Background: an optimization exercise with open tools, aiming at small area, a short achievable clock period and few clock cycles. Do not read the settings as production practice.
The RTL was checked by simulation tests, not by an equivalence proof against the original design.
Power figures rest on the tool's default switching activity, not on a simulated workload.

Setup of run 1:
Design ordered_list_append_remove, start of the top module:
module ordered_list_append_remove (
  input  wire                                clk,
  input  wire                                rst_n,
  input  wire                                in_valid,
  output logic                               in_stall,
  input  wire        [ola_pkg::KIND_W-1:0]   in_kind,
  input  wire signed [ola_pkg::VAL_W-1:0]    in_value,
  output logic                               out_valid,
  input  wire                                out_stall,
  output logic       [ola_pkg::STATUS_W-1:0] out_status,
  output logic signed [ola_pkg::VAL_W-1:0]   out_entry,
  output logic                               out_last
);
Size: ~6100 cells after synthesis, roughly 1200 flip-flops, ~76 I/O pins, about 57000 um2 of cells after synthesis.
clock: 5.5 ns
lec_check: 0
cap_margin: 20
core_margin: 2
core_utilization: 40
cts_buf_list: sky130_fd_sc_hd__clkbuf_16
cts_cluster_diameter: 100
cts_cluster_size: 20
setup_slack_margin: 2.6
slew_margin: 20
run.sh (not shown) runs the stock make flow with config.mk's settings and CLKGATE_MAP_FILE= SYNTH_SCRIPT=/design/flow/synth_recipe.tcl, a recipe that flattens the netlist after the stock synthesis.
Testbench counts of run 1, summed over its fixed seeds: cycles 22,371.
The following lists how run 2 was set up differently from run 1:
-- flow/config.mk --
<<< run 1, line 10
export CORE_UTILIZATION = 40
export CTS_BUF_LIST = sky130_fd_sc_hd__clkbuf_16
export CTS_CLUSTER_DIAMETER = 100
export CTS_CLUSTER_SIZE = 20
export SETUP_SLACK_MARGIN = 2.6
export SLEW_MARGIN = 20
>>> run 2, line 10
export CORE_UTILIZATION = 40
export SETUP_SLACK_MARGIN = 3.0
export SLEW_MARGIN = 20
[summary]
- The higher overall routing resource usage of run 2 and run 1 is in run 2.
- Max via count of the first global-routing pass across run 2 and run 1: run 2
- As far as die area goes, run 2 and run 1 are indistinguishable; the numbers are identical.
- Compared with run 1, run 2 shows a clock power share that is 12 points higher.
- In run 2, the filler-free cell count of the finished design came out 4.2% above the value in run 1.
- Run 2 vs. run 1: final period utilization went down by 5.8 points.
- Leakage power figure went up by more than 10% going from run 1 to run 2.
- Count of clock buffers in the final design (higher): run 2
- The count of buffers not belonging to the clock network in the layout in run 1 is 0.66 times that in run 2.
- The fraction of area in multi-input gates of run 2 falls short of that of run 1 by 3.1 points.
Edits applied to the flow inputs when going from run 2 to run 3:
-- flow/config.mk --
<<< run 2, line 10
export CORE_UTILIZATION = 40
export SETUP_SLACK_MARGIN = 3.0
export SLEW_MARGIN = 20
>>> run 3, line 10
export CORE_UTILIZATION = 40
export CTS_BUF_LIST = sky130_fd_sc_hd__clkbuf_16
export CTS_CLUSTER_DIAMETER = 100
export CTS_CLUSTER_SIZE = 20
export PLACE_DENSITY = 0.7
export SETUP_SLACK_MARGIN = 2.8
export SLEW_MARGIN = 20
Findings:
Run 3 | status: complete | timing, DRC, antenna: pass. Run 2 has a lower data arrival time of the worst path than run 3. Run 3 reports a lower number of buffers added by the clock tree synthesis step than run 2 does. Net switching fraction of the power for run 3 is higher than for run 2.
> inputs changed (run 3 -> run 4)
-- flow/config.mk --
<<< run 3, line 10
export CORE_UTILIZATION = 40
export CTS_BUF_LIST = sky130_fd_sc_hd__clkbuf_16
export CTS_CLUSTER_DIAMETER = 100
export CTS_CLUSTER_SIZE = 20
export PLACE_DENSITY = 0.7
export SETUP_SLACK_MARGIN = 2.8
>>> run 4, line 10
export CORE_UTILIZATION = 40
export SETUP_SLACK_MARGIN = 2.8
--- outcome ---
- Diff run 3 -> run 4: total design power picked up an extra about 20%, worst hold slack across all endpoints stayed essentially flat, clock buffer count from CTS rose 90%, wire length of the first global-routing pass up 4500 um.
- Taking run 3 as the reference point, the largest net degree at the start of global routing of run 4 falls by 2.
- Max final cell count without fillers across run 4 and run 3: run 4
- Flip-flop and latch count essentially unchanged between run 3 and run 4.
- When run 4 is measured against run 3, its final worst-path setup slack turns out 0.038 ns higher.
- Per the comparison of run 4 with run 3, overall via count from detail_route fell 2.2%, per-cell via count in the routed design fell about 4%.
- met3 track utilization from global routing is higher on run 3
Relative to run 4, the following input files were edited for run 5:
-- flow/config.mk --
<<< run 4, line 10
export CORE_UTILIZATION = 40
export SETUP_SLACK_MARGIN = 2.8
export SLEW_MARGIN = 20
>>> run 5, line 10
export CORE_UTILIZATION = 40
export CTS_BUF_LIST = sky130_fd_sc_hd__clkbuf_16
export CTS_CLUSTER_DIAMETER = 100
export CTS_CLUSTER_SIZE = 20
export SETUP_SLACK_MARGIN = 2.7
export SLEW_MARGIN = 20
[summary]
- Run 5 | status: complete | timing, DRC, antenna: pass
- Compared with run 4, run 5 shows detailed-routed wire length on met2 that has gone up by a few percent.
- In run 5 the shortest clock period the worst path allows after layout turned out 0.16 ns higher than in run 4.
- Run 5: wire length of the first global-routing pass is 6700 um higher than what run 4 reported.
- From run 4 to run 5 the numbers moved as follows: met3 track demand over resource in global routing now sits lower, layout overhead on the synthesized area now sits lower.
- Relative to run 4, run 5 degrades routed wire length.
- Share of the clock period used by the worst path after layout in run 5 is 2.8 points higher than in run 4
- Compared to run 4, run 5 has stage delay of the slowest cell on the critical path 0.29 ns higher.
- Run 5: design area about 3.3% below run 4
- Lower combinational share of power was reported by run 4, not run 5.


Setup of job 101:
ordered_list_append_remove, a different RTL version from the one above (not shown whole).
Size in the first run: about 6100 cells after synthesis, ~1200 flip-flops, ~76 I/O pins.
==> flow/config.mk <==
export PLATFORM = sky130hd
export DESIGN_NAME = ordered_list_append_remove
export DESIGN_NICKNAME = ordered_list_append_remove
export VERILOG_FILES = /design/flow/design.v
export SDC_FILE = /design/flow/constraint.sdc
export NUM_CORES = 4
export LEC_CHECK = 0
export CAP_MARGIN = 20
export CORE_MARGIN = 2
export CORE_UTILIZATION = 60
export PLACE_DENSITY = 0.72
export SETUP_SLACK_MARGIN = 2.9
export SLEW_MARGIN = 20
==> flow/constraint.sdc <==
create_clock -name core_clock -period 5.5 [get_ports {clk}]
set_input_delay 1.1000 -clock core_clock [delete_from_list [all_inputs] [get_ports {clk}]]
set_output_delay 1.1000 -clock core_clock [all_outputs]
set_load 0.01 [all_outputs]
In summary, job 101 completed successfully, with a layout that passed the timing, design-rule and antenna checks.
Testbench counts of job 101, summed over its fixed seeds: cycles 22,371.
Inputs modified between job 101 and job 102:
- SETUP_SLACK_MARGIN now 2.8, was 2.9
- CORE_UTILIZATION now 40, was 60
- PLACE_DENSITY no longer set, was 0.72
Compared with job 101, job 102 shows met2 demand-to-capacity share in global routing lower by 18 points. Going from job 101 to job 102, proportion of cell area occupied by multi-input gates barely changed; effective utilization at floorplan -20 points; power now larger. Job 102 ended with less global-route usage than job 101. Compared with job 101, x dimension of the die in job 102 increased by more than 10%. Logic depth of the worst path, buffers included, job 102 and job 101: higher on job 101. Job 102 vs job 101, fraction of cell area in non-clock buffers went down by 2.4 points. Run comparison: job 101 launching instance or port of the critical path cnt_r[4]$_SDFFE_PN0P_; job 102 launching instance or port of the critical path in_value[9]. The lower worst setup slack came out of job 101. For the final non-filler cell total, job 102 came in 546 higher than job 101 did.


Another version of the RTL of ordered_list_append_remove (not shown whole).
Size: ~6100 cells after synthesis, about 1200 flip-flops, about 76 I/O pins, about 58000 um2 of cells after synthesis.
Settings: LEC_CHECK=0, CAP_MARGIN=20, CORE_MARGIN=2, CORE_UTILIZATION=40, CTS_BUF_LIST=sky130_fd_sc_hd__clkbuf_16, CTS_CLUSTER_DIAMETER=60, CTS_CLUSTER_SIZE=20, SETUP_SLACK_MARGIN=2.8, SLEW_MARGIN=20; clock period 5.5 ns.
Testbench counts at the start, summed over its fixed seeds: cycles 22,371.
Rerun with:
Settings changed: CTS_BUF_LIST sky130_fd_sc_hd__clkbuf_16 to unset, CTS_CLUSTER_DIAMETER 60 to unset, CTS_CLUSTER_SIZE 20 to unset.
- routed wire length grows by 1.2%
- total power grows by 4.4%
- critical path depth grows by 1


orange:
RTL: one of the versions met above, not the one the previous note started from.
Size in the first run: ~6100 cells after synthesis, about 76 I/O pins, roughly 57000 um2 of cells after synthesis.
==> flow/config.mk <==
export PLATFORM = sky130hd
export DESIGN_NAME = ordered_list_append_remove
export DESIGN_NICKNAME = ordered_list_append_remove
export VERILOG_FILES = /design/flow/design.v
export SDC_FILE = /design/flow/constraint.sdc
export NUM_CORES = 4
export LEC_CHECK = 0
export CAP_MARGIN = 20
export CORE_MARGIN = 2
export CORE_UTILIZATION = 40
export CTS_BUF_LIST = sky130_fd_sc_hd__clkbuf_16
export CTS_CLUSTER_DIAMETER = 100
export CTS_CLUSTER_SIZE = 20
export SETUP_SLACK_MARGIN = 2.9
export SLEW_MARGIN = 20
==> flow/constraint.sdc <==
create_clock -name core_clock -period 5.5 [get_ports {clk}]
set_input_delay 1.1000 -clock core_clock [delete_from_list [all_inputs] [get_ports {clk}]]
set_output_delay 1.1000 -clock core_clock [all_outputs]
set_load 0.01 [all_outputs]
Testbench counts of orange, summed over its fixed seeds: cycles 22,371.
### orange -> green
- changing SETUP_SLACK_MARGIN from 2.9 to 2.8
[summary]
Compared to orange, green has fraction of area in non-clock buffers 1.9 points lower. The total track usage of green falls short of that of orange by 1.6 points. orange → green: worst hold slack shows an increase of 0.0038 ns; area of all sequential standard cells stayed essentially flat; routed length on met2 decreased by 2.4% relative to the old numbers; sequential portion of the cell area now sits higher. In the tables for orange and green, met1 usage in global routing reads higher with orange. Run comparison: orange worst-path cell with the longest stage delay sky130_fd_sc_hd__a21oi_4; green worst-path cell with the longest stage delay sky130_fd_sc_hd__nor4_1. Wire length of the first global-routing pass for green is lower than for orange. Comparing orange and green, power share of the combinational group is lower on green. Comparing the two runs side by side, green comes out ahead of orange on via count. Looking at timing-limited maximum frequency across both flows, green is the weaker of the two, with orange ahead.

==> re-timing with driven ports <==
In the flow no input, the clock included, has a driving cell. The finished layouts below were timed again as built, in two steps. Step 1, drivers: a clkbuf_16 drives clk and a buf_2 each remaining input, both assumed. Step 2 also shifts input and output timing later by t, the mid clock arrival at the registers, as if the neighbouring blocks saw the same clock. a / b / c = ideal ports / drivers / drivers and shift; a / b = the first two.
| run | t, ns | setup WS [ns] | cell pins on the clock port's net |
|---|---|---|---|
| run 1 | 0.802 | 2.555 / 2.557 / 1.774 | 1 |
| run 2 | 0.877 | 2.874 / 2.874 / 2.063 | 1 |
| run 3 | 0.808 | 2.745 / 2.745 / 2.009 | 1 |
| run 4 | 0.867 | 2.783 / 2.763 / 1.951 | 1 |
| run 5 | 0.797 | 2.627 / 2.627 / 1.871 | 1 |
| job 101 | 0.837 | 2.679 / 2.679 / 1.938 | 1 |
| job 102 | 0.867 | 2.749 / 2.754 / 1.932 | 1 |
| the first run of note 3 | 0.836 | 2.634 / 2.634 / 1.917 | 1 |
| the second run of note 3 | 0.863 | 2.607 / 2.607 / 1.840 | 1 |
| orange | 0.799 | 2.806 / 2.806 / 2.060 | 1 |
| green | 0.785 | 2.778 / 2.758 / 2.015 | 1 |
After both steps every run listed still meets setup and hold. For run 4, which loses most, drivers alone change the setup slack by -0.020 ns; drivers and shift together by -0.832 ns.
